Background: an optimization exercise with open tools, aiming at small area, a short achievable clock period and few clock cycles per item. Do not read the settings as production practice. At most, simulation tests tie the RTL to the original design; equivalence was not proved. Only the layout flow was run in runs 1 to 5; the RTL was not checked for function there. No activity file was given, so power comes from the tool's default toggle rates.

### flow/config.mk
export PLATFORM = sky130hd
export DESIGN_NAME = line_mem_engine
export DESIGN_NICKNAME = line_mem_engine
export VERILOG_FILES = /design/flow/design.v
export SDC_FILE = /design/flow/constraint.sdc
export NUM_CORES = 4
export LEC_CHECK = 0
export ABC_AREA = 1
export CAP_MARGIN = 20
export CORE_AREA = 6 6 414 414
export DIE_AREA = 0 0 420 420
export SETUP_SLACK_MARGIN = 3
export SLEW_MARGIN = 20
### flow/constraint.sdc
create_clock -name core_clock -period 5.5 [get_ports {clk}]
set_input_delay 1.1000 -clock core_clock [delete_from_list [all_inputs] [get_ports {clk}]]
set_output_delay 1.1000 -clock core_clock [all_outputs]
set_load 0.01 [all_outputs]
### flow/design.v
module line_mem_engine #(
    parameter int WORDS_PER_LINE = 16,
    parameter int LINE_BITS      = 32 * WORDS_PER_LINE
) (
    input  logic                 clk,
    input  logic                 rst,
    input  logic                 req_valid,
    output logic                 req_ready,
    input  logic                 req_wr,
    input  logic [31:0]          req_addr,
    input  logic [LINE_BITS-1:0] req_wdata,
    output logic                 resp_valid,
    output logic [LINE_BITS-1:0] resp_rdata,
    output logic                 mem_valid,
    input  logic                 mem_ready,
    output logic                 mem_we,
    output logic [31:0]          mem_addr,
    output logic [31:0]          mem_wdata,
    input  logic                 mem_rvalid,
    input  logic [31:0]          mem_rdata,
    output logic                 err
);
    localparam int BUF_BITS = LINE_BITS - 32;
    logic        rdy_q;      
    logic        busy_q;     
    logic        val_q;      
    logic        resp_q;
    logic        err_q;
    logic        pend_q;     
    logic [3:0]  cnt_q;      
    logic [4:0]  out_q;      
    logic        bld_q, bsh_q, bhd_q;
    logic        m_idle_q;   
    logic        m_rd_q;     
    logic        m_wacc_q;   
    logic        m_wlast_q;  
    logic        m_wr_q;     
    logic        we_q;
    logic [25:0] base_q;
    logic [31:0]         w_q;
    logic [BUF_BITS-1:0] buf_q;
    logic xfer, rd_ok, beat, idle, last_cmd, wfin, last_beat, fin, pre;
    logic rdy_n, val_n, we_n, pend_n, idle_n;
    logic [3:0] cnt_n;
    assign xfer      = val_q & mem_ready;
    assign rd_ok     = (out_q != 5'd0);
    assign beat      = mem_rvalid & rd_ok;
    assign idle      = rdy_q & ~val_q;
    assign last_cmd  = (cnt_q == 4'd15);
    assign wfin      = xfer & we_q & last_cmd;
    assign last_beat = beat & ~val_q & (out_q == 5'd1);
    assign fin       = wfin | last_beat;
    assign pre       = req_valid & (wfin | (last_beat & ~req_wr));
    assign rdy_n  = fin | (rdy_q & ~req_valid);
    assign val_n  = pre | (idle & req_valid) | (val_q & ~(xfer & last_cmd));
    assign we_n   = (idle | fin) ? req_wr : we_q;
    assign cnt_n  = cnt_q + {3'd0, xfer};
    assign pend_n = we_q ? xfer : beat;
    assign idle_n = rdy_n & ~val_n;
    always_ff @(posedge clk or negedge rst) begin
        if (!rst) begin
            rdy_q     <= 1'b1;
            busy_q    <= 1'b0;
            val_q     <= 1'b0;
            resp_q    <= 1'b0;
            err_q     <= 1'b0;
            pend_q    <= 1'b0;
            cnt_q     <= 4'd0;
            out_q     <= 5'd0;
            bld_q     <= 1'b1;
            bsh_q     <= 1'b0;
            bhd_q     <= 1'b0;
            m_idle_q  <= 1'b1;
            m_rd_q    <= 1'b0;
            m_wacc_q  <= 1'b0;
            m_wlast_q <= 1'b0;
            m_wr_q    <= 1'b0;
        end else begin
            rdy_q     <= rdy_n;
            busy_q    <= ~rdy_n;
            val_q     <= val_n;
            resp_q    <= fin;
            cnt_q     <= cnt_n;
            if (xfer && !we_q && !beat)
                out_q <= out_q + 5'd1;
            else if (!(xfer && !we_q) && beat)
                out_q <= out_q - 5'd1;
            if (mem_rvalid && !rd_ok) err_q <= 1'b1;
            pend_q    <= pend_n;
            bld_q     <= rdy_n;
            bsh_q     <= ~rdy_n & pend_n;
            bhd_q     <= ~rdy_n & ~pend_n;
            m_idle_q  <= idle_n;
            m_rd_q    <= ~idle_n & ~we_n;
            m_wacc_q  <= rdy_n & val_n & we_n;
            m_wlast_q <= ~rdy_n & val_n & we_n & (cnt_n == 4'd15);
            m_wr_q    <= ~idle_n & we_n;
        end
    end
    always_ff @(posedge clk) begin
        if (idle || fin) begin
            we_q   <= req_wr;
            base_q <= req_addr[31:6];
        end
    end
    always_ff @(posedge clk) begin
        if (m_idle_q || m_rd_q || (m_wr_q && mem_ready)) begin
            if (m_idle_q || m_wlast_q)
                w_q <= req_wdata[31:0];
            else if (m_wacc_q)
                w_q <= req_wdata[63:32];
            else if (m_rd_q)
                w_q <= mem_rdata;
            else
                w_q <= pend_q ? buf_q[63:32] : buf_q[31:0];
        end
    end
    always_ff @(posedge clk) begin
        buf_q <= ({BUF_BITS{bld_q}} & req_wdata[LINE_BITS-1:32])
               | ({BUF_BITS{bsh_q}} & {w_q, buf_q[BUF_BITS-1:32]})
               | ({BUF_BITS{bhd_q}} & buf_q);
    end
    assign req_ready  = ~busy_q;
    assign resp_valid = resp_q;
    assign resp_rdata = {w_q, buf_q};
    assign mem_valid  = val_q;
    assign mem_we     = we_q;
    assign mem_addr   = {base_q, cnt_q, 2'b00};
    assign mem_wdata  = w_q;
    assign err        = err_q;
endmodule
### flow/flow/run.sh
#!/bin/bash
# Standard ORFS layout, but with the smallest buffer on every input and
# output port instead of the default port-buffer cell.
set -euo pipefail
export BUFFER_PORTS_ARGS="-buffer_cell sky130_fd_sc_hd__buf_1"
bash standard.sh > standard_flow.log 2>&1
### flow/standard.sh
#!/bin/bash
# synth_recipe.tcl (not shown) runs the flow's synth.tcl, then flattens the netlist and writes it again
# the make line also repeats each setting of config.mk as NAME=value (left out here)
make -C /OpenROAD-flow-scripts/flow DESIGN_CONFIG=/design/flow/config.mk WORK_HOME=/design/flow/orfs CLKGATE_MAP_FILE= SYNTH_SCRIPT=/design/flow/synth_recipe.tcl "${@:-finish}"
==> results of run 1 <==
[routing by layer]
layer	GRT usage (%)	vias up	part of all wire (%)
li1	-	11912	-
met1	23.3	13071	38
met2	31.8	1441	47
met3	7.69	265	11
met4	6.80	12	3.8
met5	0	-	0.042
[repair_timing]
action | in CTS | in global routing
gates resized for setup | 576 | 21
buffers inserted | 41 | 0
endpoints found under the setup margin | 317 | 68
[logic make-up after synthesis]
| group | Yosys count |
|---|---|
| and+or+nand+nor | 2117 |
| DFF | 561 |
| buffers and inverters | 246 |
| AOI/OAI and AO/OA | 81 |
| xor gates and xnor gates | 7 |
| adders and majority gates | 7 |
| other | 1 |
[cell usage in the layout (no fill, tap or decap), drive strengths merged, types with 2 or more instances in the layout]
master / count
bufinv: 2
clkinvlp: 5
nor2: 51
dfxtp: 480
dfrtp: 20
clkbuf: 120
clkinv: 16
diode: 23
dfstp: 2
o31ai: 3
edfxtp: 59
o211ai: 32
inv: 28
a31oi: 29
a21oi: 6
nand2: 1547
xor2: 6
o21ai: 9
conb: 2
buf: 1228
nand3: 517
ha: 7
[cell type report]
cell class,instances,area share (%)
Antenna cell,23,0.173
Clock inverter,26,0.683
Sequential cell,561,37.0
Timing Repair Buffer,1240,18.6
Inverter,25,0.283
Clock buffer,108,6.80
Multi-Input combinational cell,2214,28.2
Tap cell,2189,8.26
[worst max path at each step]
stage / from / endpoint / slack [ps] / depth (start not counted)
finish: w_q[28] / mem_wdata[28] / 2910 / 1
global route: w_q[27] / mem_wdata[27] / 2880 / 1
CTS: buf_q[59] / resp_rdata[59] / 2890 / 1
detailed placement: mem_ready / m_rd_q / 2690 / 12
global placement: mem_ready / m_rd_q / 2730 / 12
floorplan: mem_ready / m_rd_q / 3240 / 11
[metrics by stage]
step                      std cells  hold WS [ps]
after floorplan                3021           464
after global placement         6188           460
after detailed placement       6188           466
after CTS                      6363           308
after global routing           6374           361
final                          6386           406
[registers in the layout, indices dropped and copies added (netlist names), 4 cells and up]
name and count:
base_q 26, buf_q 480, cnt_q 4, out_q 5
w_q 32
[power groups by stage]
stage / Combinational, W / Sequential (W) / Clock (W)
6_report: 0.00893 / 0.00876 / 0.00504
5_1_grt: 0.00963 / 0.00897 / 0.00536
4_1_cts: 0.00897 / 0.00885 / 0.00521
3_5_place_dp: 0.00754 / 0.00906 / 0
3_3_place_gp: 0.00748 / 0.00902 / 0
2_1_floorplan: 0.00304 / 0.00804 / 0
==> impl_metrics.csv, run 1 <==
group,metric,value,unit
status,status,"complete, no violations",
routing,drt-total-wl,183000,um
grt,overflow,0,
sta,period_needed,2590,ps
clock_tree,clk_pin_slew,60,ps
power,p_per_area,685,nW/um2
power,switching_share,46.4,%
sta,setup_tns,0,ps
worst_setup_path,arrival,1490,ps
sta,timing_hold_violations_final,0,
sta,finalCritPeriodShare,47.0,%
grt,antenna_found_initial,49,
yosys,synth_simple_gate_area_share,38.5,%
yosys,synth_cell_types,32,
final_layout,stdcell_area,33200,um2
yosys,synth_area_leaders,"dfxtp_1 43%, nand2_1 26%, nand3_1 12%",
power,p_comb_share,39.3,%
worst_setup_path,regToRegSetupSlack,3090,ps
grt,grt_pass1_wl,232000,um
power,power.switching,0.0105,W
power,p_leak,13.5,nW
yosys,synth_top_family_by_area,"simple AND/OR/NAND/NOR gates",
yosys,synth_compound_area_share,2.46,%
floorplan,initial_core_util,13.6,%
final_layout,final_net_count,4705,
worst_setup_path,critPathBufInv,1,
clock_tree,tritoncts,"done",
worst_setup_path,reg2reg_depth,3,
power,power_frac_seq,38.5,%
sta,drv_slew,0,
yosys,syn-cell-area,22400,um2
routing,vias,26701,
floorplan,rows,149,
final_layout,seqCellArea,12300,um2
placed_design,placed_area,28900,um2
worst_setup_path,worstReg2RegEnd,"buf_q[407]",
yosys,synth_most_common_cell,"nand2_1",
grt,grtUsageTotal,19.5,%
power,irDropWorstVdd,0.000315,V
yosys,synthXorXnorAreaFrac,0.273,%
clock_tree,clk_latency,670,ps
power,p_total,0.0227,W
yosys,ys.flop_type,"dfxtp_1",
routing,vias_per_cell,4.18,
yosys,yosys_warnings,1,
placed_design,place_congestion,0.982,
routing,post_drt_wl_per_cell,28.7,um
routing,drc,0,
grt,grt_max_degree,160,
flow_run,max-cap-violations,0,
clock_tree,clock-sinks,561,
clock_tree,h-tree-depth,3,
worst_setup_path,endpoint_kind,"primary output",
yosys,muxShareOfSynthArea,0,%
clock_tree,cts_buffers,74,
yosys,synthCells,3020,
final_layout,fillCellCount,18955,
floorplan,die_y,420,um
placed_design,hpwlAfterDp,150000,um
worst_setup_path,timing.rr.start,"bld_q",
final_layout,final_core_util,20.1,%
floorplan,die_w,420,um
worst_setup_path,slowest_stage,"edfxtp_1",
worst_setup_path,critPathTopFamily,"flip-flops",
placed_design,post-place-ws,2690,ps
sta,fin_worst_skew,30.8,ps
sta,tightestPinTransition,1020,ps
routing,drt_iter0_drc,2677,
yosys,synth_seq_cells,561,
sta,finalWorstSetupSlack,2910,ps
yosys,synth_edf_count,59,
yosys,synth_common_cells,"1540 x nand2_1, 516 x nand3_1, 480 x dfxtp_1, 116 x clkbuf_1, 68 x buf_2",
worst_setup_path,worstPathRequired,4400,ps
floorplan,coreArea,165000,um2
yosys,avgSynthCellArea,7.42,um2
yosys,synth_top_area_share,42.9,%
power,power_frac_clock,22.2,%
clock_tree,hold_buffers,0,
sta,relSlewSlack,32.1,%
grt,grt_pass1_vias,24723,
final_layout,drive_gt1_share,14.7,%
sta,finalSetupViolCount,0,
worst_setup_path,cp-start-kind,"flip-flop",
yosys,async_reset_ff_share,3.92,%
final_layout,area_growth,48.0,%
yosys,seq_area_frac_synth,53.2,%
yosys,synth-adder-area-share,0.391,%
sta,rsz0062_at_grt,"true",
min_path,hp-class,"input pin to asynchronous set/reset pin",
worst_setup_path,slowest_delay,600,ps
yosys,yosysTopAreaCell,"dfxtp_1",
floorplan,pin_count,1163,
power,intPower,0.0122,W
final_layout,multi_input_area,9360,um2
clock_tree,cts_root_buffer,"clkbuf_16",
routing,drtAntennaViolNets,0,
clock_tree,ctsLongestPathBuffers,3,
routing,dr.pass1.iters,6,
sta,fmax,0.387,GHz
worst_setup_path,cp_max_fo,3,
placed_design,port-buffer-count,1154,
worst_setup_path,path_cells,"buf_2",
worst_setup_path,path_class,"flip-flop to primary output",
floorplan,dieArea,176000,um2
==> run 2: changes to the inputs <==
--- a/flow/design.v
+++ b/flow/design.v
@@ -32,13 +32,14 @@
     logic        bld_q, bsh_q, bhd_q;
-    logic        m_idle_q;   
-    logic        m_rd_q;     
+    logic        m_free_q;   
     logic        m_wacc_q;   
     logic        m_wlast_q;  
-    logic        m_wr_q;     
+    logic        m_wb0_q;    
+    logic        m_wb1_q;    
     logic        we_q;
     logic [25:0] base_q;
-    logic [31:0]         w_q;
+    logic [31:0]         wd_q;
+    logic [31:0]         rd_q;
     logic [BUF_BITS-1:0] buf_q;
-    logic xfer, rd_ok, beat, idle, last_cmd, wfin, last_beat, fin, pre;
-    logic rdy_n, val_n, we_n, pend_n, idle_n;
+    logic xfer, rd_ok, beat, idle, last_cmd, wfin, last_beat, fin;
+    logic rdy_n, val_n, we_n, pend_n, wcmd_n;
     logic [3:0] cnt_n;
@@ -52,5 +53,4 @@
     assign fin       = wfin | last_beat;
-    assign pre       = req_valid & (wfin | (last_beat & ~req_wr));
     assign rdy_n  = fin | (rdy_q & ~req_valid);
-    assign val_n  = pre | (idle & req_valid) | (val_q & ~(xfer & last_cmd));
+    assign val_n  = (fin & req_valid) | (idle & req_valid) | (val_q & ~(xfer & last_cmd));
     assign we_n   = (idle | fin) ? req_wr : we_q;
@@ -58,3 +58,3 @@
     assign pend_n = we_q ? xfer : beat;
-    assign idle_n = rdy_n & ~val_n;
+    assign wcmd_n = val_n & we_n;
     always_ff @(posedge clk or negedge rst) begin
@@ -72,7 +72,7 @@
             bhd_q     <= 1'b0;
-            m_idle_q  <= 1'b1;
-            m_rd_q    <= 1'b0;
+            m_free_q  <= 1'b1;
             m_wacc_q  <= 1'b0;
             m_wlast_q <= 1'b0;
-            m_wr_q    <= 1'b0;
+            m_wb0_q   <= 1'b0;
+            m_wb1_q   <= 1'b0;
         end else begin
@@ -92,7 +92,7 @@
             bhd_q     <= ~rdy_n & ~pend_n;
-            m_idle_q  <= idle_n;
-            m_rd_q    <= ~idle_n & ~we_n;
-            m_wacc_q  <= rdy_n & val_n & we_n;
-            m_wlast_q <= ~rdy_n & val_n & we_n & (cnt_n == 4'd15);
-            m_wr_q    <= ~idle_n & we_n;
+            m_free_q  <= ~wcmd_n;
+            m_wacc_q  <= wcmd_n & rdy_n;
+            m_wlast_q <= wcmd_n & ~rdy_n & (cnt_n == 4'd15);
+            m_wb0_q   <= wcmd_n & ~rdy_n & (cnt_n != 4'd15) & ~pend_n;
+            m_wb1_q   <= wcmd_n & ~rdy_n & (cnt_n != 4'd15) & pend_n;
         end
@@ -105,13 +105,17 @@
     end
+    logic s_w0, s_w1, s_b0, s_b1, s_hd;
+    assign s_w0 = m_free_q | (m_wlast_q & mem_ready);
+    assign s_w1 = m_wacc_q & mem_ready;
+    assign s_b0 = m_wb0_q & mem_ready;
+    assign s_b1 = m_wb1_q & mem_ready;
+    assign s_hd = ~m_free_q & ~mem_ready;
     always_ff @(posedge clk) begin
-        if (m_idle_q || m_rd_q || (m_wr_q && mem_ready)) begin
-            if (m_idle_q || m_wlast_q)
-                w_q <= req_wdata[31:0];
-            else if (m_wacc_q)
-                w_q <= req_wdata[63:32];
-            else if (m_rd_q)
-                w_q <= mem_rdata;
-            else
-                w_q <= pend_q ? buf_q[63:32] : buf_q[31:0];
-        end
+        wd_q <= ({32{s_w0}} & req_wdata[31:0])
+              | ({32{s_w1}} & req_wdata[63:32])
+              | ({32{s_b0}} & buf_q[31:0])
+              | ({32{s_b1}} & buf_q[63:32])
+              | ({32{s_hd}} & wd_q);
+    end
+    always_ff @(posedge clk) begin
+        rd_q <= mem_rdata;
     end
@@ -119,3 +123,3 @@
         buf_q <= ({BUF_BITS{bld_q}} & req_wdata[LINE_BITS-1:32])
-               | ({BUF_BITS{bsh_q}} & {w_q, buf_q[BUF_BITS-1:32]})
+               | ({BUF_BITS{bsh_q}} & {rd_q, buf_q[BUF_BITS-1:32]})
                | ({BUF_BITS{bhd_q}} & buf_q);
@@ -124,3 +128,3 @@
     assign resp_valid = resp_q;
-    assign resp_rdata = {w_q, buf_q};
+    assign resp_rdata = {rd_q, buf_q};
     assign mem_valid  = val_q;
@@ -128,3 +132,3 @@
     assign mem_addr   = {base_q, cnt_q, 2'b00};
-    assign mem_wdata  = w_q;
+    assign mem_wdata  = wd_q;
     assign err        = err_q;
==> run 2 against run 1 <==
Still clean. Sequential power fell by 2.5%. Synthesized area down 1.6%. Maximum frequency increased by 6.8%. Total power down 6.5%. Worst setup slack better by 160 ps. Design area is 2.5% lower. Register-to-register slack gained 90 ps. Clock power about the same. Clock skew shrank 7.4 ps. Largest power group is now registers. Die area stayed put. Non-clock buffer count shrank 28.
==> impl_metrics.csv, run 2 <==
group,metric,value,unit
grt,grt_pass1_vias,23916,
final_layout,largest-register,"buf_q",
yosys,ys.flop_type,"dfxtp_1",
clock_tree,clk_pin_slew,60,ps
clock_tree,cts_buffers,73,
clock_tree,clock-sinks,592,
sta,fmax,0.413,GHz
status,status,"complete, no violations",
worst_setup_path,cp_max_fo,1,
sta,timing_hold_violations_final,0,
floorplan,dieArea,176000,um2
placed_design,dp.cells,6142,
worst_setup_path,critPathTopFamily,"flip-flops",
clock_tree,cts_root_buffer,"clkbuf_16",
sta,finalCritPeriodShare,44.0,%
worst_setup_path,slowest_stage,"edfxtp_1",
power,p_per_area,657,nW/um2
yosys,synth_seq_cells,592,
routing,vias_per_cell,3.96,
final_layout,final_cells,6312,
worst_setup_path,path_cells,"buf_1",
floorplan,coreArea,165000,um2
final_layout,final_net_count,4640,
routing,dr.pass1.iters,5,
yosys,synth_area_leaders,"dfxtp_1 49%, nand2_1 26%, nand3_1 11%",
power,p_leak,12.9,nW
routing,drt-total-wl,149000,um
worst_setup_path,cp-start-kind,"flip-flop",
clock_tree,ctsLongestPathBuffers,3,
final_layout,reg.largest.list,"buf_q (480), rd_q (32), wd_q (32)",
floorplan,rows,149,
grt,grt_max_degree,162,
yosys,synth_cell_types,30,
sta,tightestPinTransition,1240,ps
grt,overflow,0,
yosys,syn-cell-area,22100,um2
routing,drc,0,
yosys,seq_area_frac_synth,55.4,%
clock_tree,h-tree-depth,3,
sta,whs,403,ps
worst_setup_path,arrival,1320,ps
routing,drt_iter0_drc,1753,
floorplan,die_w,420,um
grt,antenna_found_initial,23,
yosys,async_reset_ff_share,3.55,%
sta,drv_slew,0,
yosys,synth_most_common_cell,"nand2_1",
flow_run,max-cap-violations,0,
grt,grtUsageTotal,15.9,%
min_path,hp-class,"input pin to asynchronous set/reset pin",
placed_design,place_congestion,0.946,
placed_design,port-buffer-count,1154,
sta,setup_tns,0,ps
sta,finalSetupViolCount,0,
sta,fin_worst_skew,23.4,ps
yosys,yosysTopAreaCell,"dfxtp_1",
final_layout,area_growth,46.5,%
final_layout,largest_register_ffs,480,
yosys,avgSynthCellArea,7.51,um2
yosys,yosys_warnings,1,
clock_tree,clk_latency,690,ps
yosys,synth_edf_count,27,
floorplan,initial_core_util,13.4,%
floorplan,die_y,420,um
worst_setup_path,worstPathRequired,4400,ps
yosys,synthCells,2940,
floorplan,pin_count,1163,
routing,vias,24977,
worst_setup_path,path_class,"flip-flop to primary output",
final_layout,drive_gt1_share,10.9,%
clock_tree,tritoncts,"done",
routing,post_drt_wl_per_cell,23.6,um
sta,rsz0062_at_grt,"true",
sta,relSlewSlack,17.2,%
power,irDropWorstVdd,0.000342,V
sta,period_needed,2420,ps
grt,grt_pass1_wl,196000,um
worst_setup_path,critPathBufInv,1,
yosys,synth_top_area_share,49.3,%
final_layout,mostFrequentLayoutCell,"nand2_1",
final_layout,final_cell_mix,"1548 x nand2_1, 1011 x buf_1, 485 x nand3_1",
worst_setup_path,endpoint_kind,"primary output",
final_layout,fillCellCount,19002,
placed_design,hpwlAfterDp,116000,um
yosys,synth_common_cells,"1548 x nand2_1, 544 x dfxtp_1, 485 x nand3_1, 150 x clkbuf_1, 34 x nand4_1",
routing,drtAntennaViolNets,0,
worst_setup_path,slowest_delay,470,ps
-- run 2: cell count changes after synthesis, sizes merged, moves of 32 or more --
cell    delta
a22oi     +32
buf       -78
clkbuf    +34
dfxtp     +64
edfxtp    -32
nand4     +34
nor2      -33
o211ai    -32
-- run 2: path summary, 6_finish.rpt --
check                           depth (start not counted)      start            to  slack (ps)
worst max-delay path                                    1  base_q[8]  mem_addr[14]        3080
worst min-delay path                                    2        rst      m_wacc_q         400
worst max register to register                          3      bsh_q    buf_q[446]        3180
worst min register to register                          2   rd_q[15]    buf_q[463]         460
max in group asynchronous                               2        rst         bld_q        4810
min in group core_clock                                 2   rd_q[15]    buf_q[463]         460
-- run 2: cells by family (layout without fill, tap and decap cells) --
logic type	count (synthesis)	after routing	synth area share, %
other cells	1	16	0.0170
compound gates	41	41	1.36
fa+ha+maj	7	7	0.397
xor+xnor	7	7	0.278
flops	592	592	55.4
buf+inv	196	1364	3.49
simple gates	2096	2096	39.0
-- run 2: stage by stage --
step | setup WS [ps] | area [um2] | power [W] | util [%]
final | 3080 | 32300 | 0.0212 | 19.6
after global routing | 3000 | 32300 | 0.0226 | 19.6
after global placement | 2380 | 28800 | 0.0155 | 17.4
after detailed placement | 2330 | 28800 | 0.0156 | 17.4
after floorplan | 3230 | 22100 | 0.0111 | -
after CTS | 2850 | 32300 | 0.0217 | 19.5
-- run 2: cell type report --
cell class / instances / area, um2 / area share [%]
sequential: 592 / 12500 / 38.5
inverter: 19 / 71.3 / 0.221
antenna: 14 / 35.0 / 0.108
multi-input combinational: 2153 / 9100 / 28.1
clock buffer: 103 / 2080 / 6.43
clock inverter: 30 / 403 / 1.25
timing repair buffer: 1212 / 5460 / 16.9
tap: 2189 / 2740 / 8.47
-- run 2: timing repair --
item | in CTS | in global routing
resized for setup | 390 | 4
hold buffers | 0 | 0
setup buffers | 22 | 0
setup endpoints to repair | 210 | 7
-- run 2: power breakdown --
group / internal [W] / leakage, nW / switching [W]
registers: 0.00639 / 5.06 / 0.00215
logic: 0.00253 / 6.68 / 0.00511
clock network: 0.00295 / 1.21 / 0.00211
-- run 2: per-layer routing --
metal	track usage [%]	part of all wire [%]	up-vias	wire (um)
li1	-	-	11672	-
met1	16.9	36	12015	53300
met2	28.6	51	1062	76600
met3	4.80	8.0	222	11900
met4	7.68	4.9	6	7310
met5	0	0.025	-	38
==> run 3: changes to the inputs <==
--- a/flow/config.mk
+++ b/flow/config.mk
@@ -10,2 +10,4 @@
 export CORE_AREA = 6 6 414 414
+export CTS_CLUSTER_DIAMETER = 100
+export CTS_CLUSTER_SIZE = 22
 export DIE_AREA = 0 0 420 420
==> run 3 against run 2 <==
Still clean on timing, DRC and antenna. Maximum frequency fell by 1.7%. Core utilization fell by 1.2 points. Synthesized area did not move. Design area fell by 6.1%. Global-route usage fell by 0.78 points. Register-to-register slack improved by 50 ps. Total power fell by 12%. Worst hold slack improved by 53 ps. Critical path type unchanged. Critical endpoint is now resp_rdata[152].
==> impl_metrics.csv, run 3 <==
group,metric,value,unit
sta,timing_hold_violations_final,0,
routing,drt-total-wl,143000,um
clock_tree,clock-sinks,592,
clock_tree,cts_root_buffer,"clkbuf_16",
min_path,hp-class,"input pin to asynchronous set/reset pin",
yosys,yosysTopAreaCell,"dfxtp_1",
clock_tree,tritoncts,"done",
power,power_frac_seq,45.4,%
status,status,"complete, no violations",
yosys,synth_cell_types,30,
worst_setup_path,critPathTopFamily,"flip-flops",
clock_tree,h-tree-depth,2,
yosys,synth_edf_count,27,
yosys,async_reset_ff_share,3.55,%
yosys,synth_top_area_share,49.3,%
power,p_leak,11.9,nW
clock_tree,cts_buffers,36,
worst_setup_path,critPathBufInv,1,
yosys,synthCells,2940,
sta,drv_slew,0,
yosys,synth_most_common_cell,"nand2_1",
sta,finalSetupViolCount,0,
grt,grt_pass1_vias,23374,
sta,relSlewSlack,20.5,%
power,p_comb_share,37.9,%
final_layout,largest-register,"buf_q",
yosys,yosys_warnings,1,
worst_setup_path,cp-start-kind,"flip-flop",
final_layout,reg.largest.list,"buf_q (480), rd_q (32), wd_q (32)",
worst_setup_path,worstPathRequired,4400,ps
sta,rsz0062_at_grt,"false",
clock_tree,clk_pin_slew,100,ps
yosys,avgSynthCellArea,7.51,um2
sta,tightestPinTransition,1190,ps
yosys,synth_common_cells,"1548 x nand2_1, 544 x dfxtp_1, 485 x nand3_1, 150 x clkbuf_1, 34 x nand4_1",
routing,vias_per_cell,3.95,
routing,drt_iter0_drc,1794,
final_layout,mostFrequentLayoutCell,"nand2_1",
clock_tree,hold_buffers,0,
placed_design,hpwlAfterDp,116000,um
power,p_per_area,615,nW/um2
final_layout,final_cell_mix,"1548 x nand2_1, 1079 x buf_1, 496 x dfxtp_1",
sta,finalWorstSetupSlack,3040,ps
power,irDropWorstVdd,0.000282,V
grt,antenna_found_initial,24,
floorplan,initial_core_util,13.4,%
floorplan,dieArea,176000,um2
floorplan,die_w,420,um
floorplan,rows,149,
power,intPower,0.00992,W
grt,grt_pass1_wl,189000,um
grt,grt_max_degree,162,
final_layout,fillCellCount,19155,
clock_tree,ctsLongestPathBuffers,3,
worst_setup_path,endpoint_kind,"primary output",
final_layout,largest_register_ffs,480,
routing,vias,24524,
worst_setup_path,slowest_stage,"dfxtp_1",
yosys,synth_area_leaders,"dfxtp_1 49%, nand2_1 26%, nand3_1 11%",
placed_design,place_congestion,0.946,
routing,post_drt_wl_per_cell,23.0,um
worst_setup_path,slowest_delay,560,ps
power,switching_share,46.9,%
floorplan,pin_count,1163,
yosys,seq_area_frac_synth,55.4,%
sta,finalCritPeriodShare,44.8,%
sta,setup_tns,0,ps
routing,dr.pass1.iters,5,
yosys,syn-cell-area,22100,um2
placed_design,post-place-ws,2330,ps
grt,overflow,0,
worst_setup_path,cp_max_fo,3,
clock_tree,clk_latency,630,ps
final_layout,drive_gt1_share,5.86,%
worst_setup_path,path_cells,"buf_1",
sta,fmax,0.406,GHz
sta,fin_worst_skew,43.4,ps
routing,drc,0,
worst_setup_path,path_class,"flip-flop to primary output",
floorplan,coreArea,165000,um2
placed_design,port-buffer-count,1154,
flow_run,max-cap-violations,0,
yosys,ys.flop_type,"dfxtp_1",
power,power_frac_clock,16.7,%
worst_setup_path,arrival,1360,ps
power,power.switching,0.00875,W
final_layout,final_net_count,4584,
yosys,synth_seq_cells,592,
floorplan,die_y,420,um
grt,grtUsageTotal,15.1,%
sta,period_needed,2460,ps
final_layout,area_growth,37.6,%
routing,drtAntennaViolNets,0,
[run 3: per-layer routing]
layer | wire length [um] | global-route usage (%) | vias to the layer above
met5 | 133 | 0.629 | -
met4 | 6140 | 5.87 | 6
met3 | 12200 | 4.59 | 197
met2 | 73100 | 27.2 | 1034
met1 | 51400 | 16.5 | 11784
li1 | - | - | 11503
[run 3: worst reg2reg max path, stage by stage (launching register included)]
cell	delay, ps
dfstp_4	1040
buf_12	610
nand2_1	380
nand3_1	170
[run 3: path summary, 6_finish.rpt]
check                      startpoint              end  slack, ps  cells past startpoint
max                        buf_q[152]  resp_rdata[152]       3040                      1
min                               rst            val_q        460                      2
max reg2reg                     bld_q       buf_q[120]       3230                      3
min reg2reg                  rd_q[14]       buf_q[462]        470                      2
max in group asynchronous         rst            bsh_q       4740                      2
min in group core_clock      rd_q[14]       buf_q[462]        470                      2
[run 3: what timing repair did]
| action | CTS | global route |
|---|---|---|
| setup buffers | 3 | 0 |
| setup endpoints to repair | 116 | 12 |
| resized for setup | 159 | 10 |
| pin swaps | 1 | 0 |
[run 3: final cells by class]
class                      instances  area (um2)  share of cell area, %
clock inverter                    13         174                  0.573
inverter                          19        71.3                  0.235
multi-input combinational       2153        9100                   29.9
sequential                       592       12300                   40.6
timing repair buffer            1193        4950                   16.3
clock buffer                      42         986                   3.25
tap                             2189        2740                   9.02
antenna                           11        27.5                 0.0906
[run 3: logic make-up after synthesis]
group / after synthesis / synth area share (%)
buffers and inverters: 196 / 3.49
AND/OR/NAND/NOR: 2096 / 39.0
XOR/XNOR: 7 / 0.278
AO/OA/AOI/OAI: 41 / 1.36
adder cells (fa/ha/maj): 7 / 0.397
other: 1 / 0.0170
flip-flops: 592 / 55.4
[run 3: stage by stage]
step	area (um2)	std cells	util, %	power (W)	hold WS, ps
global placement	28800	6142	17.4	0.0155	445
CTS	30300	6200	18.3	0.0191	406
global route	30400	6211	18.4	0.0199	443
detailed placement	28800	6142	17.4	0.0156	458
floorplan	22100	2941	-	0.0111	464
finish	30400	6212	18.4	0.0187	456
[run 3: power groups by stage]
stage | Sequential, W | Combinational, W | Clock (W)
2_1_floorplan | 0.00840 | 0.00266 | 0
3_3_place_gp | 0.00851 | 0.00700 | 0
3_5_place_dp | 0.00857 | 0.00706 | 0
4_1_cts | 0.00853 | 0.00729 | 0.00325
5_1_grt | 0.00873 | 0.00785 | 0.00337
6_report | 0.00848 | 0.00708 | 0.00311
==> run 4: changes to the inputs <==
--- a/flow/config.mk
+++ b/flow/config.mk
@@ -9,6 +9,4 @@
 export CAP_MARGIN = 20
-export CORE_AREA = 6 6 414 414
-export CTS_CLUSTER_DIAMETER = 100
-export CTS_CLUSTER_SIZE = 22
-export DIE_AREA = 0 0 420 420
+export CORE_AREA = 6 6 254 254
+export DIE_AREA = 0 0 260 260
 export SETUP_SLACK_MARGIN = 3
==> run 4 against run 3 <==
The flow now stops in I/O pin placement. Synthesized area unchanged. Synthesized cell count unchanged.
==> impl_metrics.csv, run 4 <==
group,metric,value,unit
status,error_line,"[ERROR PPL-0024] Number of IO pins (1163) exceeds maximum number of available positions (936). Increase the die perimeter from 1040.00um to 1581.68um.",
yosys,synth_most_common_cell,"nand2_1",
yosys,synth_top_family_by_area,"simple AND/OR/NAND/NOR gates",
yosys,synth_seq_cells,592,
status,status,"aborted with a tool error",
status,lastStage,"I/O pin placement",
yosys,seq_area_frac_synth,55.4,%
yosys,synth_area_leaders,"dfxtp_1 49%, nand2_1 26%, nand3_1 11%",
yosys,synth-adder-area-share,0.397,%
yosys,synthXorXnorAreaFrac,0.278,%
floorplan,initial_core_util,36.4,%
yosys,yosysTopAreaCell,"dfxtp_1",
yosys,syn-cell-area,22100,um2
yosys,avgSynthCellArea,7.51,um2
yosys,ys.flop_type,"dfxtp_1",
yosys,synth_common_cells,"1548 x nand2_1, 544 x dfxtp_1, 485 x nand3_1, 150 x clkbuf_1, 34 x nand4_1",
yosys,async_reset_ff_share,3.55,%
floorplan,die_y,260,um
floorplan,die_w,260,um
yosys,synthCells,2940,
yosys,muxShareOfSynthArea,0,%
yosys,synth_top_area_share,49.3,%
yosys,synth_compound_area_share,1.36,%
yosys,synth_cell_types,30,
yosys,synth_simple_gate_area_share,39.0,%
yosys,yosys_warnings,1,
floorplan,rows,90,
yosys,synth_edf_count,27,
==> run 4: cell counts after synthesis <==
No cell type changed its count.
==> run 4: kinds of logic after synthesis <==
family / after synthesis
adders and majority gates: 7
AOI/OAI and AO/OA: 41
and+or+nand+nor: 2096
buffers and inverters: 196
other: 1
DFF: 592
xor gates and xnor gates: 7
==> run 5: changes to the inputs <==
==> flow/design.v (replaced) <==
module line_mem_engine #(
    parameter int WORDS_PER_LINE = 16,
    parameter int LINE_BITS      = 32 * WORDS_PER_LINE
) (
    input  logic                 clk,
    input  logic                 rst,
    input  logic                 req_valid,
    output logic                 req_ready,
    input  logic                 req_wr,
    input  logic [31:0]          req_addr,
    input  logic [LINE_BITS-1:0] req_wdata,
    output logic                 resp_valid,
    output logic [LINE_BITS-1:0] resp_rdata,
    output logic                 mem_valid,
    input  logic                 mem_ready,
    output logic                 mem_we,
    output logic [31:0]          mem_addr,
    output logic [31:0]          mem_wdata,
    input  logic                 mem_rvalid,
    input  logic [31:0]          mem_rdata,
    output logic                 err
);
    logic        rdy_q;      
    logic        busy_q;     
    logic        val_q;      
    logic        resp_q;
    logic        err_q;
    logic [3:0]  cnt_q;      
    logic [4:0]  out_q;      
    logic        m_idle_q;   
    logic        m_wlast_q;  
    logic        m_wb_q;     
    logic        m_rd_q;     
    logic        we_q;
    logic [25:0] base_q;
    logic [LINE_BITS-1:0] line_q;
    logic xfer, rd_ok, beat, idle, last_cmd, wfin, last_beat, fin, pre;
    logic rdy_n, val_n, we_n, idle_n;
    logic [3:0] cnt_n;
    assign xfer      = val_q & mem_ready;
    assign rd_ok     = (out_q != 5'd0);
    assign beat      = mem_rvalid & rd_ok;
    assign idle      = rdy_q & ~val_q;
    assign last_cmd  = (cnt_q == 4'd15);
    assign wfin      = xfer & we_q & last_cmd;
    assign last_beat = beat & ~val_q & (out_q == 5'd1);
    assign fin       = wfin | last_beat;
    assign pre       = req_valid & (wfin | (last_beat & ~req_wr));
    assign rdy_n  = fin | (rdy_q & ~req_valid);
    assign val_n  = pre | (idle & req_valid) | (val_q & ~(xfer & last_cmd));
    assign we_n   = (idle | fin) ? req_wr : we_q;
    assign cnt_n  = cnt_q + {3'd0, xfer};
    assign idle_n = rdy_n & ~val_n;
    always_ff @(posedge clk or negedge rst) begin
        if (!rst) begin
            rdy_q     <= 1'b1;
            busy_q    <= 1'b0;
            val_q     <= 1'b0;
            resp_q    <= 1'b0;
            err_q     <= 1'b0;
            cnt_q     <= 4'd0;
            out_q     <= 5'd0;
            m_idle_q  <= 1'b1;
            m_wlast_q <= 1'b0;
            m_wb_q    <= 1'b0;
            m_rd_q    <= 1'b0;
        end else begin
            rdy_q     <= rdy_n;
            busy_q    <= ~rdy_n;
            val_q     <= val_n;
            resp_q    <= fin;
            cnt_q     <= cnt_n;
            if (xfer && !we_q && !beat)
                out_q <= out_q + 5'd1;
            else if (!(xfer && !we_q) && beat)
                out_q <= out_q - 5'd1;
            if (mem_rvalid && !rd_ok) err_q <= 1'b1;
            m_idle_q  <= idle_n;
            m_wlast_q <= ~idle_n & we_n & (cnt_n == 4'd15);
            m_wb_q    <= ~idle_n & we_n & (cnt_n != 4'd15);
            m_rd_q    <= ~idle_n & ~we_n;
        end
    end
    always_ff @(posedge clk) begin
        if (idle || fin) begin
            we_q   <= req_wr;
            base_q <= req_addr[31:6];
        end
    end
    logic s_ld, s_sh, s_hd;
    assign s_ld = m_idle_q | (m_wlast_q & mem_ready);
    assign s_sh = (m_wb_q & mem_ready) | (m_rd_q & mem_rvalid & rd_ok);
    assign s_hd = ~s_ld & ~s_sh;
    always_ff @(posedge clk) begin
        line_q <= ({LINE_BITS{s_ld}} & req_wdata)
                | ({LINE_BITS{s_sh}} & {mem_rdata, line_q[LINE_BITS-1:32]})
                | ({LINE_BITS{s_hd}} & line_q);
    end
    assign req_ready  = ~busy_q;
    assign resp_valid = resp_q;
    assign resp_rdata = line_q;
    assign mem_valid  = val_q;
    assign mem_we     = we_q;
    assign mem_addr   = {base_q, cnt_q, 2'b00};
    assign mem_wdata  = line_q[31:0];
    assign err        = err_q;
endmodule
--- a/flow/config.mk
+++ b/flow/config.mk
@@ -9,4 +9,6 @@
 export CAP_MARGIN = 20
-export CORE_AREA = 6 6 254 254
-export DIE_AREA = 0 0 260 260
+export CORE_AREA = 6 6 414 414
+export CTS_CLUSTER_DIAMETER = 100
+export CTS_CLUSTER_SIZE = 22
+export DIE_AREA = 0 0 420 420
 export SETUP_SLACK_MARGIN = 3
==> run 5 against run 4 <==
The run now finishes clean. Synthesized area is 3.0% lower. Synthesized cell count is 1.4% lower.
==> impl_metrics.csv, run 5 <==
group,metric,value,unit
final_layout,fillCellCount,19262,
worst_setup_path,path_class,"flip-flop to flip-flop",
routing,drtAntennaViolNets,0,
floorplan,initial_core_util,13.0,%
placed_design,hpwlAfterDp,104000,um
flow_run,max-cap-violations,0,
final_layout,final_core_util,17.9,%
routing,vias_per_cell,3.83,
clock_tree,ctsLongestPathBuffers,3,
routing,vias,23571,
worst_setup_path,arrival,3000,ps
final_layout,reg.largest.list,"line_q (512), base_q (26), out_q (5)",
sta,relSlewSlack,42.3,%
power,power.switching,0.00834,W
yosys,async_reset_ff_share,3.23,%
routing,drt-total-wl,132000,um
worst_setup_path,cp_max_fo,111,
final_layout,final_net_count,4527,
clock_tree,cts_buffers,36,
yosys,avgSynthCellArea,7.38,um2
yosys,synth_seq_cells,557,
sta,finalCritPeriodShare,44.5,%
worst_setup_path,cp-start-kind,"flip-flop",
placed_design,dp.cells,6069,
yosys,synthCells,2900,
sta,setup_tns,0,ps
final_layout,final_cells,6158,
yosys,syn-cell-area,21400,um2
final_layout,largest-register,"line_q",
routing,drt_iter0_drc,1523,
final_layout,drive_gt1_share,5.41,%
floorplan,coreArea,165000,um2
clock_tree,clock-sinks,557,
sta,tightestPinTransition,866,ps
sta,finalSetupViolCount,0,
grt,overflow,0,
floorplan,pin_count,1163,
placed_design,place_congestion,0.930,
worst_setup_path,worstPathRequired,6050,ps
worst_setup_path,reg2reg_depth,10,
sta,drv_slew,0,
sta,fmax,0.408,GHz
yosys,seq_area_frac_synth,53.8,%
worst_setup_path,regToRegSetupSlack,3050,ps
final_layout,area_growth,38.4,%
status,status,"complete, no violations",
clock_tree,cts_root_buffer,"clkbuf_16",
power,p_leak,11.6,nW
sta,fin_worst_skew,32.8,ps
floorplan,dieArea,176000,um2
min_path,hp-class,"input pin to asynchronous set/reset pin",
placed_design,port-buffer-count,1154,
grt,grt_pass1_vias,22215,
grt,antenna_found_initial,15,
clock_tree,tritoncts,"done",
yosys,synth_cell_types,27,
yosys,yosys_warnings,1,
sta,rsz0062_at_grt,"true",
yosys,synth_edf_count,27,
final_layout,final_cell_mix,"1556 x nand2_1, 1103 x buf_1, 522 x nand3_1",
sta,timing_hold_violations_final,0,
yosys,yosysTopAreaCell,"dfxtp_1",
power,power_frac_seq,44.0,%
worst_setup_path,slowest_delay,430,ps
power,irDropWorstVdd,0.000307,V
yosys,synth_top_area_share,47.9,%
power,switching_share,46.8,%
power,intPower,0.00948,W
worst_setup_path,path_cells,"inv_1, ha_1, inv_1, nor2_2, a21oi_4, nand2_8, nand2_8, buf_16, nand2_1, nand3_1",
grt,grtUsageTotal,13.7,%
yosys,synth_area_leaders,"dfxtp_1 48%, nand2_1 27%, nand3_1 12%",
worst_setup_path,worstReg2RegEnd,"line_q[433]",
grt,grt_max_degree,147,
power,p_total,0.0178,W
floorplan,die_y,420,um
power,p_comb_share,39.2,%
clock_tree,h-tree-depth,2,
worst_setup_path,timing.rr.start,"out_q[0]",
sta,period_needed,2450,ps
clock_tree,clk_latency,630,ps
yosys,ys.flop_type,"dfxtp_1",
grt,grt_pass1_wl,173000,um
sta,whs,419,ps
clock_tree,clk_pin_slew,100,ps
final_layout,largest_register_ffs,512,
routing,drc,0,
power,p_per_area,602,nW/um2
routing,post_drt_wl_per_cell,21.4,um
routing,dr.pass1.iters,5,
yosys,synth_most_common_cell,"nand2_1",
worst_setup_path,endpoint_kind,"flip-flop",
worst_setup_path,slowest_stage,"dfrtp_2",
worst_setup_path,critPathBufInv,3,
final_layout,mostFrequentLayoutCell,"nand2_1",
worst_setup_path,critPathTopFamily,"simple AND/OR/NAND/NOR gates",
floorplan,rows,149,
yosys,synth_common_cells,"1557 x nand2_1, 522 x nand3_1, 512 x dfxtp_1, 99 x buf_2, 56 x clkbuf_1",
power,power_frac_clock,16.8,%
floorplan,die_w,420,um
clock_tree,hold_buffers,0,
-- run 5: cell count changes after synthesis, moves of 3 or more --
| cell | change |
|---|---|
| clkbuf_1 | -94 |
| buf_4 | +42 |
| a22oi_1 | -32 |
| buf_2 | +77 |
| nor2_1 | -7 |
| dfxtp_1 | -32 |
| nand3_1 | +37 |
| nand2_2 | -4 |
| dfrtp_1 | -3 |
| nand3_2 | -3 |
| nand2_1 | +9 |
| nand4_1 | -34 |
| inv_1 | +5 |
-- run 5: worst register-to-register path, stage by stage, from the launching register on --
cell     delay, ps
dfrtp_2        430
inv_1           80
ha_1           190
inv_1           60
nor2_2          50
a21oi_4        220
nand2_8         90
nand2_8        180
buf_16         400
nand2_1        490
nand3_1        190
-- run 5: cells by family after synthesis --
logic type / Yosys count / share of synthesized area [%]
flip-flops: 557 / 53.8
XOR/XNOR: 7 / 0.286
AO/OA/AOI/OAI: 8 / 0.280
adder cells (fa/ha/maj): 7 / 0.409
other: 1 / 0.0175
AND/OR/NAND/NOR: 2093 / 39.9
buffers and inverters: 227 / 5.33
-- run 5: worst max path at each step --
stage | to | from | depth (start not counted) | slack, ps
global placement | line_q[433] | mem_rvalid | 10 | 2010
finish | line_q[433] | out_q[0] | 10 | 3050
detailed placement | line_q[397] | mem_rvalid | 10 | 1980
floorplan | m_rd_q | mem_ready | 11 | 3010
CTS | resp_rdata[185] | line_q[185] | 1 | 3000
global route | line_q[65] | out_q[0] | 10 | 2930
-- run 5: stage by stage --
| stage | instance area (um2) | setup WS (ps) |
|---|---|---|
| final | 29600 | 3050 |
| after global routing | 29600 | 2930 |
| after global placement | 27800 | 2010 |
| after detailed placement | 27800 | 1980 |
| after CTS | 29500 | 3000 |
| after floorplan | 21400 | 3010 |
-- run 5: timing repair --
item,in CTS,in global routing
resized for setup,142,21
setup buffers,10,1
pin swaps,3,0
cloned,7,2
endpoints found under the setup margin,606,224
-- run 5: cell type report --
class / count / area [um2] / share of cell area [%]
inverters: 23 / 86.3 / 0.291
multi-input cells: 2120 / 8830 / 29.8
well taps: 2189 / 2740 / 9.25
flip-flops and latches: 557 / 11600 / 39.2
repair buffers: 1200 / 5180 / 17.5
clock buffers: 44 / 973 / 3.29
clock inverters: 12 / 163 / 0.549
diodes: 13 / 32.5 / 0.110
-- run 5: routing by layer --
layer	vias up	global-route usage [%]	share of wire, %
met5	-	0	0.020
met4	4	6.10	4.3
met3	138	3.66	7.6
met2	937	24.9	52
met1	11251	14.9	36
li1	11241	-	-
-- run 5: power groups by stage --
stage,clock (W),sequential (W),combinational [W]
2_1_floorplan,0,0.00780,0.00290
3_3_place_gp,0,0.00789,0.00665
5_1_grt,0.00324,0.00805,0.00772
4_1_cts,0.00314,0.00788,0.00712
6_report,0.00299,0.00784,0.00699
3_5_place_dp,0,0.00795,0.00671
==> run 6: changes to the inputs <==
--- a/flow/design.v
+++ b/flow/design.v
@@ -29,2 +29,3 @@
     logic [4:0]  out_q;      
+    logic        rdok_q;     
     logic        m_idle_q;   
@@ -38,5 +39,6 @@
     logic rdy_n, val_n, we_n, idle_n;
+    logic [4:0] out_n;
     logic [3:0] cnt_n;
     assign xfer      = val_q & mem_ready;
-    assign rd_ok     = (out_q != 5'd0);
+    assign rd_ok     = rdok_q;
     assign beat      = mem_rvalid & rd_ok;
@@ -53,2 +55,9 @@
     assign idle_n = rdy_n & ~val_n;
+    always_comb begin
+        out_n = out_q;
+        if (xfer && !we_q && !beat)
+            out_n = out_q + 5'd1;
+        else if (!(xfer && !we_q) && beat)
+            out_n = out_q - 5'd1;
+    end
     always_ff @(posedge clk or negedge rst) begin
@@ -62,2 +71,3 @@
             out_q     <= 5'd0;
+            rdok_q    <= 1'b0;
             m_idle_q  <= 1'b1;
@@ -72,6 +82,4 @@
             cnt_q     <= cnt_n;
-            if (xfer && !we_q && !beat)
-                out_q <= out_q + 5'd1;
-            else if (!(xfer && !we_q) && beat)
-                out_q <= out_q - 5'd1;
+            out_q     <= out_n;
+            rdok_q    <= (out_n != 5'd0);
             if (mem_rvalid && !rd_ok) err_q <= 1'b1;
==> flow/flow/run.sh (replaced) <==
#!/bin/bash
# Standard ORFS layout with two changes: the smallest buffer on every input
# and output port instead of the default port-buffer cell, and the data
# pins of each bit column of the line register placed side by side, in
# shift order (flow/io.tcl), before the standard pin placement.
set -euo pipefail
export BUFFER_PORTS_ARGS="-buffer_cell sky130_fd_sc_hd__buf_1"
export PRE_IO_PLACEMENT_TCL="$(pwd)/flow/io.tcl"
bash standard.sh > standard_flow.log 2>&1
==> flow/flow/io.tcl (new file) <==
# Pin order: each of the 32 bit columns of the line shift register gets
# its pins side by side, in shift order: mem_rdata[c], then for words 15
# down to 0 the word's req_wdata and resp_rdata bits, then mem_wdata[c].
# Eight columns go on each edge; the other pins are placed freely.
set edges {bottom right top left}
for {set e 0} {$e < 4} {incr e} {
  set pins {}
  for {set c [expr {$e * 8}]} {$c < [expr {$e * 8 + 8}]} {incr c} {
    lappend pins "mem_rdata\[$c\]"
    for {set j 15} {$j >= 0} {incr j -1} {
      set k [expr {32 * $j + $c}]
      lappend pins "req_wdata\[$k\]" "resp_rdata\[$k\]"
    }
    lappend pins "mem_wdata\[$c\]"
  }
  set_io_pin_constraint -pin_names $pins -region [lindex $edges $e]:* -group -order
}
--- a/flow/config.mk
+++ b/flow/config.mk
@@ -13,3 +13,3 @@
 export DIE_AREA = 0 0 420 420
-export SETUP_SLACK_MARGIN = 3
+export SETUP_SLACK_MARGIN = 3.4
 export SLEW_MARGIN = 20
==> run 6 against run 5 <==
Global-route usage is 5.4 points lower. Via count is 0.64% higher. Wire length is 36% lower. Clock-buffer cell count is 10 lower. Non-clock buffer count is 482 higher. Sequential cell count is 1 higher. Sequential share of layout area is 6.3 points lower. Synthesized area is 2.5% lower. Highest routed layer unchanged.
==> impl_metrics.csv, run 6 <==
group,metric,value,unit
status,status,"complete, no violations",
final_layout,fillCellCount,17556,
placed_design,hpwlAfterDp,46900,um
min_path,hp-class,"input pin to asynchronous set/reset pin",
placed_design,placed_area,27300,um2
yosys,synth_common_cells,"1063 x nand2_1, 512 x a22oi_1, 512 x dfxtp_1, 77 x buf_4, 64 x buf_2",
sta,setup_tns,0,ps
routing,top_layer_used,"met5",
clock_tree,ctsLongestPathBuffers,3,
final_layout,area_growth,77.6,%
floorplan,dieArea,176000,um2
grt,antenna_found_initial,4,
clock_tree,cts_root_buffer,"clkbuf_16",
routing,post_drt_wl_per_cell,13.7,um
yosys,avgSynthCellArea,8.68,um2
floorplan,die_y,420,um
yosys,ys.flop_type,"dfxtp_1",
placed_design,place_congestion,0.775,
worst_setup_path,regToRegSetupSlack,3570,ps
worst_setup_path,critPathBufInv,1,
routing,drt-total-wl,84000,um
final_layout,largest_register_ffs,512,
sta,finalSetupViolCount,0,
placed_design,port-buffer-count,1154,
final_layout,final_cell_mix,"1057 x nand2_1, 575 x buf_1, 557 x buf_6",
worst_setup_path,path_cells,"buf_6",
floorplan,die_w,420,um
worst_setup_path,arrival,1210,ps
clock_tree,clk_latency,660,ps
final_layout,largest-register,"line_q",
sta,period_needed,2310,ps
clock_tree,clk_pin_slew,100,ps
routing,wl_met2,42700,um
grt,grt_pass1_wl,123000,um
grt,grtUsageTotal,8.32,%
clock_tree,cts_buffers,30,
final_layout,reg.largest.list,"line_q (512), base_q (26), out_q (5)",
grt,grt_max_degree,150,
final_layout,mostFrequentLayoutCell,"nand2_1",
yosys,synth_cell_types,26,
worst_setup_path,path_class,"flip-flop to primary output",
routing,route.met3.wl,6290,um
yosys,synth_top_area_share,49.1,%
worst_setup_path,critPathLaunch,"val_q",
yosys,yosysTopAreaCell,"dfxtp_1",
sta,fmax,0.432,GHz
yosys,yosys_warnings,1,
final_layout,final_net_count,4511,
routing,dr.pass1.iters,5,
sta,relSlewSlack,54.2,%
worst_setup_path,worstPathRequired,4400,ps
yosys,synthCells,2405,
sta,fin_worst_skew,19.5,ps
sta,whs,388,ps
clock_tree,clock-sinks,558,
worst_setup_path,slowest_delay,430,ps
yosys,async_reset_ff_share,3.41,%
floorplan,rows,149,
clock_tree,h-tree-depth,1,
worst_setup_path,endpoint_kind,"primary output",
final_layout,insertedDiodeCount,0,
flow_run,max-cap-violations,0,
yosys,synth_area_leaders,"dfxtp_1 49%, nand2_1 19%, a22oi_1 18%",
routing,vias_per_cell,3.88,
sta,finalCritPeriodShare,42.1,%
routing,m1WireLength,31600,um
floorplan,coreArea,165000,um2
sta,drv_slew,0,
clock_tree,tritoncts,"done",
worst_setup_path,timing.rr.start,"rdok_q",
worst_setup_path,slowest_stage,"dfrtp_2",
routing,vias,23721,
worst_setup_path,critPathTopFamily,"flip-flops",
final_layout,stdcell_area,37100,um2
power,p_leak,16.9,nW
floorplan,initial_core_util,12.6,%
sta,timing_hold_violations_final,0,
yosys,synth_edf_count,27,
worst_setup_path,cp_max_fo,2,
power,p_per_area,595,nW/um2
yosys,syn-cell-area,20900,um2
grt,grt_pass1_vias,24085,
routing,drtAntennaViolNets,0,
clock_tree,hold_buffers,0,
routing,drt_iter0_drc,1288,
yosys,synth_seq_cells,558,
power,irDropWorstVdd,0.000416,V
sta,rsz0062_at_grt,"true",
grt,overflow,0,
final_layout,drive_gt1_share,42.7,%
worst_setup_path,cp-start-kind,"flip-flop",
sta,tightestPinTransition,688,ps
floorplan,pin_count,1163,
yosys,synth_most_common_cell,"nand2_1",
yosys,seq_area_frac_synth,55.3,%
routing,drc,0,
run 6: changes by cell type after synthesis, moves of 2 or more:
cell / previous run / this run
xor2_1: 5 / 1
buf_4: 44 / 77
buf_2: 99 / 64
ha_1: 7 / 5
nand3_1: 522 / 13
inv_2: 0 / 2
nand3b_1: 0 / 2
nor2_1: 9 / 13
nand2_1: 1557 / 1063
a22oi_1: 0 / 512
run 6: area by class of cell:
class                      count  area, um2  area share [%]
timing repair buffer        1682      12900            34.7
clock inverter                 4       68.8           0.186
multi-input combinational   1625       8260            22.3
sequential                   558      12200            32.9
clock buffer                  34        787            2.12
timing repair inverter         3       26.3          0.0709
inverter                      24        116           0.314
tap                         2189       2740            7.39
run 6: worst paths after layout:
check                           cells after the start          end
max in group asynchronous                           1     m_idle_q
min in group core_clock                             2  line_q[476]
worst min-delay path                                1       resp_q
worst min register to register                      2  line_q[476]
worst max register to register                     10    line_q[4]
worst max-delay path                                1    mem_valid
run 6: logic make-up after synthesis:
logic type               after synthesis  synth area share (%)
AND/OR/NAND/NOR                     1093                  19.9
XOR/XNOR                               2                0.0839
AO/OA/AOI/OAI                        520                  18.6
other                                  1                0.0180
flip-flops                           558                  55.3
adder cells (fa/ha/maj)                5                 0.300
buffers and inverters                226                  5.83
run 6: stage by stage:
stage          instances  utilization (%)  power (W)  setup slack [ps]
4_1_cts             6076             22.2     0.0217              3120
3_5_place_dp        5583             16.5     0.0136              1900
2_1_floorplan       2406                -     0.0112              2930
3_3_place_gp        5583             16.5     0.0134              1930
5_1_grt             6119             22.4     0.0234              3120
6_report            6119             22.4     0.0221              3190
run 6: where the power goes:
part | switching, W | internal, W
Combinational | 0.00516 | 0.00672
Clock | 0.00139 | 0.00107
Sequential | 0.00143 | 0.00631
run 6: layer usage:
metal / up-vias / track usage, %
met5: - / 0
met1: 11290 / 8.98
met3: 186 / 1.75
li1: 11160 / -
met2: 1081 / 15.6
met4: 4 / 3.54
run 6: repair_timing:
action | in CTS | in global routing
gates cloned | 13 | 1
pin swaps | 3 | 2
endpoints found under the hold margin | 0 | 0
gates resized for setup | 1685 | 33
setup buffers | 442 | 42
setup endpoints to repair | 1091 | 663
Testbench counts of run 6, summed over its fixed seeds: cycles 37,500, items 1,600.
==> run 7: changes to the inputs <==
--- a/flow/config.mk
+++ b/flow/config.mk
@@ -13,3 +13,3 @@
 export DIE_AREA = 0 0 420 420
-export SETUP_SLACK_MARGIN = 3.4
+export SETUP_SLACK_MARGIN = 3.2
 export SLEW_MARGIN = 20
==> run 7 against run 6 <==
Final cell count is 4.5% lower. Clock power hardly changed. Wire length down 11%.
==> impl_metrics.csv, run 7 <==
group,metric,value,unit
status,status,"complete, no violations",
placed_design,post-place-ws,1900,ps
sta,setup_tns,0,ps
grt,overflow,0,
yosys,synth_top_area_share,49.1,%
floorplan,die_y,420,um
routing,drtAntennaViolNets,0,
yosys,synth_area_leaders,"dfxtp_1 49%, nand2_1 19%, a22oi_1 18%",
clock_tree,hold_buffers,0,
sta,drv_slew,0,
floorplan,initial_core_util,12.6,%
grt,grt_pass1_wl,108000,um
final_layout,multi_input_area,8250,um2
power,p_leak,14.9,nW
sta,finalSetupViolCount,0,
final_layout,final_cell_mix,"1057 x nand2_1, 577 x buf_1, 512 x a22oi_1",
clock_tree,clk_pin_slew,100,ps
yosys,syn-cell-area,20900,um2
worst_setup_path,critPathTopFamily,"flip-flops",
routing,post_drt_wl_per_cell,12.8,um
final_layout,largest_register_ffs,512,
final_layout,final_net_count,4233,
floorplan,dieArea,176000,um2
routing,vias,21969,
yosys,yosysTopAreaCell,"dfxtp_1",
clock_tree,h-tree-depth,1,
floorplan,coreArea,165000,um2
routing,drt_iter0_drc,1037,
sta,fin_worst_skew,19.4,ps
final_layout,largest-register,"line_q",
sta,whs,395,ps
grt,use_met1,8.34,%
yosys,synth_simple_gate_area_share,19.9,%
final_layout,insertedDiodeCount,0,
sta,tightestPinTransition,721,ps
yosys,synth-adder-area-share,0.300,%
clock_tree,clock-sinks,558,
yosys,synth_top_family_by_area,"simple AND/OR/NAND/NOR gates",
final_layout,mostFrequentLayoutCell,"nand2_1",
power,p_per_area,580,nW/um2
final_layout,area_growth,55.2,%
sta,fmax,0.434,GHz
worst_setup_path,slowest_stage,"dfrtp_2",
routing,drt-total-wl,74500,um
yosys,yosys_warnings,1,
worst_setup_path,path_cells,"buf_6",
grt,met3_usage,1.45,%
worst_setup_path,slowest_delay,430,ps
sta,finalWorstSetupSlack,3190,ps
floorplan,die_w,420,um
clock_tree,ctsLongestPathBuffers,3,
grt,antenna_found_initial,3,
yosys,synth_edf_count,27,
yosys,synth_most_common_cell,"nand2_1",
sta,finalCritPeriodShare,41.9,%
final_layout,final_cells,5841,
sta,relSlewSlack,52.0,%
worst_setup_path,arrival,1210,ps
clock_tree,tritoncts,"done",
yosys,avgSynthCellArea,8.68,um2
grt,met2_usage,13.3,%
power,irDropWorstVdd,0.000354,V
placed_design,hpwlAfterDp,46900,um
yosys,synth_seq_cells,558,
sta,rsz0062_at_grt,"true",
final_layout,fillCellCount,18361,
yosys,muxShareOfSynthArea,0,%
grt,grt_pass1_vias,21286,
grt,grt-busiest-layer,"met2",
worst_setup_path,cp_max_fo,2,
yosys,synthXorXnorAreaFrac,0.0839,%
flow_run,max-cap-violations,0,
yosys,async_reset_ff_share,3.41,%
final_layout,seqCellArea,12200,um2
sta,timing_hold_violations_final,0,
sta,period_needed,2310,ps
final_layout,reg.largest.list,"line_q (512), base_q (26), out_q (5)",
yosys,synth_common_cells,"1063 x nand2_1, 512 x a22oi_1, 512 x dfxtp_1, 77 x buf_4, 64 x buf_2",
worst_setup_path,worstPathRequired,4400,ps
yosys,synth_compound_area_share,18.6,%
routing,dr.pass1.iters,6,
worst_setup_path,path_class,"flip-flop to primary output",
final_layout,drive_gt1_share,38.2,%
clock_tree,clk_latency,650,ps
clock_tree,cts_root_buffer,"clkbuf_16",
min_path,hp-class,"input pin to asynchronous set/reset pin",
yosys,seq_area_frac_synth,55.3,%
floorplan,rows,149,
worst_setup_path,critPathBufInv,1,
routing,vias_per_cell,3.76,
worst_setup_path,endpoint_kind,"primary output",
grt,grtUsageTotal,7.31,%
placed_design,port-buffer-count,1154,
placed_design,dp.cells,5583,
grt,grt_max_degree,150,
yosys,ys.flop_type,"dfxtp_1",
yosys,synth_cell_types,26,
worst_setup_path,cp-start-kind,"flip-flop",
floorplan,pin_count,1163,
yosys,synthCells,2405,
placed_design,place_congestion,0.775,
clock_tree,cts_buffers,30,
routing,drc,0,
-- run 7: path summary, 6_finish.rpt --
path | startpoint | to | slack [ps] | cells past startpoint
hold / removal | rst | resp_q | 390 | 1
min in group core_clock | line_q[508] | line_q[476] | 460 | 2
max in group asynchronous | rst | m_idle_q | 4730 | 1
setup / recovery | val_q | mem_valid | 3190 | 1
hold reg to reg | line_q[508] | line_q[476] | 460 | 2
setup reg to reg | m_idle_q | line_q[488] | 3470 | 5
-- run 7: cells by family after synthesis --
logic type,count (synthesis)
fa+ha+maj,5
xor+xnor,2
other cells,1
buf+inv,226
simple gates,1093
compound gates,520
flops,558
-- run 7: final cells by class --
cell class / instances / share of cell area (%)
clock buffer: 34 / 2.43
timing repair inverter: 1 / 0.0270
timing repair buffer: 1406 / 25.5
tap: 2189 / 8.45
multi-input combinational: 1625 / 25.5
inverter: 24 / 0.359
sequential: 558 / 37.6
clock inverter: 4 / 0.212
-- run 7: repair_timing --
item,CTS,global route
gates cloned,7,1
resized for setup,1264,34
setup buffers,200,12
setup endpoints to repair,1080,226
pin swaps,2,0
-- run 7: metal layers --
metal,vias to the layer above,wire length (um)
met5,-,19
met4,4,2640
met3,121,5680
met2,938,37300
met1,10292,28900
li1,10614,-
-- run 7: where the power goes --
| group | switching, W | internal, W | leakage [nW] |
|---|---|---|---|
| registers | 0.00132 | 0.00630 | 4.86 |
| logic | 0.00445 | 0.00426 | 9.62 |
| clock network | 0.00138 | 0.00107 | 0.419 |
-- run 7: stage by stage --
stage / instance area, um2 / util, % / total power, W
after floorplan: 20900 / - / 0.0112
after global placement: 27300 / 16.5 / 0.0134
after detailed placement: 27300 / 16.5 / 0.0136
after CTS: 32200 / 19.5 / 0.0187
after global routing: 32400 / 19.6 / 0.0201
final: 32400 / 19.6 / 0.0188
==> run 8: changes to the inputs <==
--- a/flow/config.mk
+++ b/flow/config.mk
@@ -13,3 +13,3 @@
 export DIE_AREA = 0 0 420 420
-export SETUP_SLACK_MARGIN = 3.2
+export SETUP_SLACK_MARGIN = 3.1
 export SLEW_MARGIN = 20
==> run 8 against run 7 <==
Critical path type is now input pin to flip-flop. Non-clock buffer count fell by 199. Still clean. Total power fell by 14%. First-iteration DRC count decreased by 9.9%. Die area unchanged.
==> impl_metrics.csv, run 8 <==
group,metric,value,unit
clock_tree,ctsLongestPathBuffers,3,
final_layout,final_net_count,4034,
floorplan,die_w,420,um
power,switching_share,41.8,%
floorplan,die_y,420,um
final_layout,mostFrequentLayoutCell,"buf_1",
clock_tree,cts_buffers,30,
grt,grtUsageTotal,6.70,%
power,irDropWorstVdd,0.000341,V
routing,drt-total-wl,69500,um
clock_tree,h-tree-depth,1,
sta,timing_hold_violations_final,0,
grt,grt_max_degree,175,
power,p_per_area,567,nW/um2
sta,finalSetupViolCount,0,
status,status,"complete, no violations",
clock_tree,clk_pin_slew,100,ps
worst_setup_path,arrival,2940,ps
sta,setup_tns,0,ps
worst_setup_path,cp_max_fo,49,
yosys,seq_area_frac_synth,55.3,%
floorplan,rows,149,
final_layout,largest-register,"line_q",
floorplan,coreArea,165000,um2
worst_setup_path,slowest_stage,"a21oi_4",
sta,drv_slew,0,
power,power.switching,0.00675,W
final_layout,area_growth,36.6,%
final_layout,insertedDiodeCount,0,
sta,tightestPinTransition,701,ps
yosys,synth_seq_cells,558,
sta,fmax,0.425,GHz
yosys,syn-cell-area,20900,um2
worst_setup_path,regToRegSetupSlack,3450,ps
power,power_frac_clock,15.1,%
worst_setup_path,critPathBufInv,4,
grt,antenna_found_initial,2,
routing,post_drt_wl_per_cell,12.3,um
yosys,synth_edf_count,27,
power,intPower,0.00942,W
power,p_leak,11.5,nW
worst_setup_path,path_cells,"clkbuf_2, a21oi_4, clkinv_16, nor2_8, buf_12, clkbuf_16, a22oi_1, nand2_1",
worst_setup_path,reg2reg_depth,7,
grt,grt_pass1_vias,19533,
yosys,synth_cell_types,26,
final_layout,final_cell_mix,"1125 x buf_1, 1057 x nand2_1, 512 x a22oi_1",
clock_tree,tritoncts,"done",
worst_setup_path,cp_num_cells,8,
clock_tree,clk_latency,650,ps
worst_setup_path,critPathTopFamily,"buffers and inverters",
worst_setup_path,timing.rr.start,"m_wlast_q",
min_path,hp-class,"input pin to asynchronous set/reset pin",
worst_setup_path,worstReg2RegEnd,"line_q[76]",
final_layout,largest_register_ffs,512,
placed_design,port-buffer-count,1154,
yosys,yosys_warnings,1,
worst_setup_path,path_class,"input pin to flip-flop",
final_layout,fillCellCount,18738,
yosys,async_reset_ff_share,3.41,%
sta,period_needed,2350,ps
power,power_frac_seq,45.3,%
final_layout,reg.largest.list,"line_q (512), base_q (26), out_q (5)",
yosys,avgSynthCellArea,8.68,um2
clock_tree,hold_buffers,0,
grt,overflow,0,
sta,finalCritPeriodShare,42.8,%
worst_setup_path,endpoint,"line_q[76]",
placed_design,place_congestion,0.775,
yosys,synth_top_area_share,49.1,%
yosys,yosysTopAreaCell,"dfxtp_1",
flow_run,max-cap-violations,0,
[run 8: cell counts after synthesis]
No cell type changed its count.
[run 8: worst min-delay path by stage]
stage                             end  slack [ps]  depth (start not counted)
after floorplan           line_q[449]         490                          2
after global placement    line_q[473]         450                          2
after detailed placement  line_q[457]         460                          2
after CTS                 line_q[457]         470                          2
after global routing           resp_q         390                          1
final                          resp_q         390                          1
[run 8: through the flow]
step | instances | power, W | setup WS (ps) | util (%) | area [um2]
floorplan | 2406 | 0.0112 | 2930 | - | 20900
global placement | 5583 | 0.0134 | 1930 | 16.5 | 27300
detailed placement | 5583 | 0.0136 | 1900 | 16.5 | 27300
CTS | 5637 | 0.0163 | 3100 | 17.2 | 28400
global route | 5642 | 0.0174 | 3100 | 17.3 | 28500
finish | 5642 | 0.0162 | 3150 | 17.3 | 28500
[run 8: timing repair]
action / CTS / global route
resized for setup: 32 / 18
pin swaps: 2 / 1
buffers inserted: 11 / 2
endpoints found under the setup margin: 495 / 356
gates cloned: 5 / 3
[run 8: cell families (layout without fill, tap and decap cells)]
group	Yosys count	count (layout)	share of synthesized area, %
DFF	558	558	55.3
and+or+nand+nor	1093	1096	19.9
adders and majority gates	5	5	0.300
xor gates and xnor gates	2	2	0.0839
AOI/OAI and AO/OA	520	520	18.6
other	1	2	0.0180
buffers and inverters	226	1270	5.83
[run 8: cell type report]
type	instances	area (um2)	area share, %
flip-flops and latches	558	11500	40.5
multi-input cells	1625	8250	28.9
repair buffers	1207	5000	17.5
well taps	2189	2740	9.60
clock buffers	34	787	2.76
inverters	24	116	0.408
clock inverters	4	68.8	0.241
repair inverters	1	11.3	0.0395
[run 8: power groups by stage]
| stage | Sequential (W) | Combinational (W) | Clock (W) |
|---|---|---|---|
| floorplan | 0.00800 | 0.00322 | 0 |
| global placement | 0.00732 | 0.00610 | 0 |
| detailed placement | 0.00738 | 0.00620 | 0 |
| CTS | 0.00729 | 0.00647 | 0.00257 |
| global route | 0.00755 | 0.00718 | 0.00269 |
| finish | 0.00732 | 0.00642 | 0.00244 |
[run 8: routing by layer]
layer,wire (um),up-vias,global-route usage (%)
li1,-,10205,-
met1,27600,9571,7.90
met2,34000,864,11.9
met3,5740,108,1.41
met4,2190,2,2.59
met5,8,-,0

## static timing again, ports no longer ideal
The results above use ideal ports. As a check the final layouts listed here were re-extracted and re-timed, cells and wires unchanged.
Step 1 assumes that a clkbuf_16 drives the clock port and a buf_2 every other input.
Step 2 times the ports against the registers' clock, not the clock port: input delays grow and output delays shrink by t, the midpoint of the rising clock arrivals with the driver on.
a / b / c = no drivers / after step 1 / after step 2; a / b = the first two.
run | t, ns | setup WS [ns]
run 1 | 0.724 | 2.914 / 2.844 / 2.644
run 2 | 0.760 | 3.078 / 2.996 / 2.623
run 3 | 0.691 | 3.035 / 2.954 / 2.615
run 5 | 0.681 | 3.050 / 2.986 / 2.418
run 6 | 0.712 | 3.186 / 3.121 / 2.724
run 7 | 0.710 | 3.193 / 3.124 / 2.573
run 8 | 0.708 | 3.148 / 3.108 / 2.468
After both steps every run listed still meets setup and hold.
